Background: an optimization exercise with open tools, aiming at small area, a short achievable clock period and few clock cycles per item. Do not read the settings as production practice. RTL that was checked went through simulation tests only; none was proved equivalent to the original. Power and IR drop assume default switching activity.

==> inputs of v19 <==
// bicubic_scaler
module bicubic_scaler (
    input  logic               CLK,
    input  logic               RST,
    input  logic               start,
    input  img_pkg::coord_t    v0,
    input  img_pkg::coord_t    h0,
    input  logic [4:0]         sw,
    input  img_pkg::tgt_t      sh,
    input  img_pkg::tgt_t      tw,
    input  img_pkg::pixel_t    src_data,
    output logic               src_rd,
    output img_pkg::src_addr_t src_addr,
    output logic               dst_we,
    output img_pkg::dst_addr_t dst_addr,
    output img_pkg::pixel_t    dst_data,
    output logic               done
);
export LEC_CHECK = 0
export CAP_MARGIN = 20
export CORE_MARGIN = 2
export CORE_UTILIZATION = 40
export SLEW_MARGIN = 20
create_clock -name core_clock -period 15.0 [get_ports {CLK}]
run.sh (not shown) runs the stock make flow with config.mk's settings and CLKGATE_MAP_FILE= SYNTH_SCRIPT=/design/flow/synth_recipe.tcl, a recipe that flattens the netlist after the stock synthesis.
==> v35: changes against v19 <==
--- a/flow/design.v
+++ b/flow/design.v
@@ -80,38 +80,33 @@
     end
 endmodule
 `timescale 1ns/1ps
 module tap_fifo (
     input  logic       CLK,
     input  logic       shift,
     input  logic [7:0] din,
-    input  logic [2:0] pi,
-    input  logic [2:0] pe,
-    input  logic       emit,
+    input  logic [2:0] pos_n,     
     output logic [7:0] q0,
     output logic [7:0] q1,
     output logic [7:0] q2,
     output logic [7:0] q3
 );
-    logic [7:0] win [0:bic_pkg::WIN-1];
-    logic [2:0] b;
-    assign b = emit ? pe : pi;
-    function automatic logic [7:0] pick(input logic [2:0] idx);
-        pick = (shift && idx == 3'd7) ? din : win[idx];
-    endfunction
+    logic [7:0] win   [0:bic_pkg::WIN-1];
+    logic [7:0] win_n [0:bic_pkg::WIN-1];
+    always_comb begin
+        for (int i = 0; i < bic_pkg::WIN; i++)
+            win_n[i] = shift ? ((i == 0) ? din : win[i-1]) : win[i];
+    end
     always_ff @(posedge CLK) begin
-        if (shift) begin
-            win[0] <= din;
-            for (int i = 1; i < bic_pkg::WIN; i++)
-                win[i] <= win[i-1];
-        end
-        q0 <= pick(3'(b + 3'd1));
-        q1 <= pick(b);
-        q2 <= pick(3'(b - 3'd1));
-        q3 <= pick(3'(b - 3'd2));
+        for (int i = 0; i < bic_pkg::WIN; i++)
+            win[i] <= win_n[i];
+        q0 <= win_n[3'(pos_n + 3'd1)];
+        q1 <= win_n[pos_n];
+        q2 <= win_n[3'(pos_n - 3'd1)];
+        q3 <= win_n[3'(pos_n - 3'd2)];
     end
 endmodule
 `timescale 1ns/1ps
 module cubic_interp (
     input  logic        CLK,
     input  logic        RST,
     input  logic        start,
@@ -304,87 +299,75 @@
     output img_pkg::dst_addr_t dst_addr,
     output img_pkg::pixel_t    dst_data,
     output logic               done
 );
     logic [6:0] j_v0, j_h0;
     logic [4:0] j_sw;
     logic [5:0] j_sh, j_D;
-    logic [8:0] j_D3, j_D5, j_D7;    
+    logic [7:0] j_D3;
     logic       es_act;
-    logic [20:0] dq;
-    logic [5:0]  dr;
-    logic [2:0]  dcnt;
-    logic        q_ok;
-    logic [20:0] dq_n;
-    logic [5:0]  dr_n;
-    logic [4:0]  st_in;
-    logic [1:0]  t1, dq1, dr1;
-    assign st_in = sw - 5'd1;
-    assign t1    = st_in[4:3];
-    always_comb begin
-        if (tw == 6'd2) begin
-            dq1 = t1;
-            dr1 = 2'd0;
-        end else if (tw == 6'd3) begin
-            dq1 = {1'b0, t1[1]};
-            dr1 = {1'b0, t1[0]};
-        end else if (tw == 6'd4) begin
-            dq1 = {1'b0, t1 == 2'd3};
-            dr1 = (t1 == 2'd3) ? 2'd0 : t1;
-        end else begin
-            dq1 = 2'd0;
-            dr1 = t1;
-        end
-    end
     always_ff @(posedge CLK) begin
         if (!es_act) begin
             j_v0 <= v0;
             j_h0 <= h0;
             j_sw <= sw;
             j_sh <= sh;
             j_D  <= tw - 6'd1;
-            j_D3 <= 9'(tw) * 9'd3 - 9'd3;
-            j_D5 <= 9'(tw) * 9'd5 - 9'd5;
-            j_D7 <= 9'(tw) * 9'd7 - 9'd7;
+            j_D3 <= 8'(tw) * 8'd3 - 8'd3;
         end
     end
+    logic [20:0] dq;
+    logic [5:0]  dr;
+    logic [2:0]  dcnt;
+    logic        q_ok;
+    logic [20:0] dq_n;
+    logic [5:0]  dr_n;
     always_comb begin
-        logic [8:0] t;
-        logic [9:0] s [1:7];
-        logic [9:0] m [1:7];
-        m[1] = {4'd0, j_D};
-        m[2] = {3'd0, j_D, 1'b0};
-        m[3] = {1'b0, j_D3};
-        m[4] = {2'd0, j_D, 2'b00};
-        m[5] = {1'b0, j_D5};
-        m[6] = {j_D3, 1'b0};
-        m[7] = {1'b0, j_D7};
-        t = {dr, dq[20:18]};
-        for (int k = 1; k <= 7; k++)
-            s[k] = {1'b0, t} - m[k];
-        dr_n = t[5:0];
-        dq_n = {dq[17:0], 3'd0};
-        for (int k = 1; k <= 7; k++) begin
-            if (!s[k][9]) begin
-                dr_n = s[k][5:0];
-                dq_n = {dq[17:0], 3'(k)};
-            end
+        logic [7:0] t;
+        logic [6:0] t2;
+        logic [8:0] s1, s2, s3;
+        logic [7:0] s0;
+        t  = {dr, dq[20:19]};
+        s1 = {1'b0, t} - {3'b000, j_D};
+        s2 = {1'b0, t} - {2'b00, j_D, 1'b0};
+        s3 = {1'b0, t} - {1'b0, j_D3};
+        if (!s3[8]) begin
+            dr_n = s3[5:0];
+            dq_n = {dq[18:0], 2'd3};
+        end else if (!s2[8]) begin
+            dr_n = s2[5:0];
+            dq_n = {dq[18:0], 2'd2};
+        end else if (!s1[8]) begin
+            dr_n = s1[5:0];
+            dq_n = {dq[18:0], 2'd1};
+        end else begin
+            dr_n = t[5:0];
+            dq_n = {dq[18:0], 2'd0};
+        end
+        t2 = {dr_n, dq_n[20]};
+        s0 = {1'b0, t2} - {2'b00, j_D};
+        if (!s0[7]) begin
+            dr_n = s0[5:0];
+            dq_n = {dq_n[19:0], 1'b1};
+        end else begin
+            dr_n = t2[5:0];
+            dq_n = {dq_n[19:0], 1'b0};
         end
     end
     always_ff @(posedge CLK) begin
-        if (!es_act) begin
-            dq   <= {st_in[2:0], 15'd0, 1'b0, dq1};
-            dr   <= {4'd0, dr1};
+        if (start) begin
+            dq   <= {1'b0, sw - 5'd1, 15'd0};
+            dr   <= '0;
             dcnt <= '0;
             q_ok <= 1'b0;
         end else if (!q_ok) begin
             dq   <= dq_n;
             dr   <= dr_n;
             dcnt <= dcnt + 3'd1;
-            q_ok <= (dcnt == 3'd5);
+            q_ok <= (dcnt == 3'd6);
         end
     end
     logic issue;
     logic rd_ok;
     logic arrive;
     tap_fetcher fetch_inst (
         .CLK      (CLK),
@@ -404,57 +387,50 @@
             arrive <= 1'b0;
         else
             arrive <= src_rd;
     end
     logic [5:0]  es_c, es_row;
     logic [14:0] x_c, x_n;
     logic [5:0]  e_n;
-    logic        single_c, last_c, jlast_c, first_c;
-    logic [14:0] x_ne;
-    logic [5:0]  e_ne;
-    logic [2:0]  pe;                
-    assign pe = rel[2:0] - step_c[2:0];
+    logic        single_c, last_c, jlast_c;
     logic [5:0]  step_c;             
     logic signed [6:0] rel, irel, rel_n;
     logic        ready;
     logic [7:0]  e_sum;
     logic        e_ge;
     logic [15:0] xs0, xs1, x_sum;
     logic [5:0]  qs0, qs1;
     logic        last_n;
     logic signed [6:0] dlt;
     logic        act_n, ok_n, single_n;
-    logic [5:0]  step_n;
     assign rd_ok  = (irel <= 7'sd6);
     assign dlt    = ready ? $signed({1'b0, step_c}) : 7'sd0;
     assign rel_n  = rel + $signed({6'd0, arrive}) - dlt;
-    assign x_ne   = x_n;
-    assign e_ne   = e_n;
-    assign e_sum  = {2'b00, e_ne} + {2'b00, dr} - {2'b00, j_D};
+    assign e_sum  = {2'b00, e_n} + {2'b00, dr} - {2'b00, j_D};
     assign e_ge   = !e_sum[7];
-    assign xs0    = {1'b0, x_ne} + {1'b0, dq[14:0]};
-    assign xs1    = {1'b0, x_ne} + {1'b0, dq[14:0]} + 16'd1;
+    assign xs0    = {1'b0, x_n} + {1'b0, dq[14:0]};
+    assign xs1    = {1'b0, x_n} + {1'b0, dq[14:0]} + 16'd1;
     assign x_sum  = e_ge ? xs1 : xs0;
     assign qs0    = {1'b0, dq[19:15]};
     assign qs1    = {1'b0, dq[19:15]} + 6'd1;
     assign last_n = (es_c + 6'd1 == j_D);
     always_comb begin
         if (RST)
             act_n = 1'b0;
         else if (start)
             act_n = 1'b1;
         else if (ready && jlast_c)
             act_n = 1'b0;
         else
             act_n = es_act;
-        ok_n = !start && (q_ok || dcnt == 3'd5);
+        ok_n = !start && (q_ok || dcnt == 3'd6);
         if (start)
             single_n = 1'b1;
         else if (ready)
-            single_n = last_c || (x_ne == '0);
+            single_n = last_c || (x_n == '0);
         else
             single_n = single_c;
     end
     always_ff @(posedge CLK) begin
         es_act <= act_n;
         ready  <= act_n && ok_n && !start && (rel_n >= (single_n ? 7'sd0 : 7'sd2));
         single_c <= single_n;
@@ -462,56 +438,45 @@
         irel <= start ? -7'sd1 : irel + $signed({6'd0, issue}) - dlt;
         if (start) begin
             es_c     <= '0;
             es_row   <= '0;
             x_c      <= '0;
             last_c   <= 1'b0;
             jlast_c  <= 1'b0;
-            first_c  <= 1'b1;
         end else if (!q_ok) begin
-            x_n      <= dq_n[14:0];
-            e_n      <= dr_n;
+            x_n    <= dq_n[14:0];
+            e_n    <= dr_n;
+            step_c <= {1'b0, dq_n[19:15]};
         end else if (ready) begin
             if (last_c) begin
                 es_c     <= '0;
                 es_row   <= es_row + 6'd1;
                 x_c      <= '0;
                 last_c   <= 1'b0;
                 jlast_c  <= 1'b0;
-                first_c  <= 1'b1;
                 x_n      <= dq[14:0];
                 e_n      <= dr;
+                step_c   <= qs0;
             end else begin
                 es_c     <= es_c + 6'd1;
-                x_c      <= x_ne;
+                x_c      <= x_n;
                 last_c   <= last_n;
                 jlast_c  <= last_n && (es_row == j_sh - 6'd1);
-                first_c  <= 1'b0;
                 x_n      <= x_sum[14:0];
                 e_n      <= e_ge ? e_sum[5:0] : 6'(e_sum + {2'b00, j_D});
+                step_c   <= last_n ? 6'd3 : (x_sum[15] ? qs1 : qs0);
             end
         end
-        step_c <= step_n;
-    end
-    always_comb begin
-        if (!q_ok)
-            step_n = (dcnt == 3'd1) ? {1'b0, dq[4:0]} : step_c;
-        else if (ready)
-            step_n = last_c ? qs0 : (last_n ? 6'd3 : (x_sum[15] ? qs1 : qs0));
-        else
-            step_n = step_c;
     end
     logic [7:0] q0, q1, q2, q3;
     tap_fifo win_inst (
         .CLK   (CLK),
         .shift (arrive),
         .din   (src_data),
-        .pi    (rel[2:0]),
-        .pe    (pe),
-        .emit  (ready),
+        .pos_n (rel_n[2:0]),
         .q0    (q0),
         .q1    (q1),
         .q2    (q2),
         .q3    (q3)
     );
     cubic_interp kern_inst (
         .CLK      (CLK),
==> summary of the runs <==
- Against v19, the die area of v35 is lower by about 3.6%.
- Against v35, the total power of v19 is smaller by 14%.
- Of v35 and v19, v35 has the higher sequential power (gap about 6%, measured against v19).
- Of v19 and v35, v19 has the higher clock power (gap about 3%, measured against v35).
Testbench counts of v35, summed over its fixed seeds: cycles 17,160, pixels 15,020.
No functional check of the RTL was part of v19.

-- what the ideal ports hide --
The flow's constraints put no driver on any port. The routed layouts listed below were extracted and timed again, unchanged, in two steps. Step 1, drivers: a clkbuf_16 drives CLK and a buf_2 each remaining input, both assumed. Step 2 also shifts input and output timing later by t, the mid clock arrival at the registers, as if the neighbouring blocks saw the same clock. a / b / c = ideal / step 1 / step 2; a / b = the first two.
run | t, ns | setup slack, ns | latest minus earliest clock arrival (ns) | worst register clock-pin slew, ns
v19 | 0.781 | 9.340 / 9.385 / 8.604 | 0.068 / 0.069 | 0.07 / 0.07
v35 | 0.764 | 9.527 / 9.527 / 9.527 | 0.049 / 0.049 | 0.07 / 0.07
After both steps every run listed still meets setup and hold. The setup slack of v19, which loses most, moves by +0.045 ns with the drivers and by -0.736 ns with both steps.
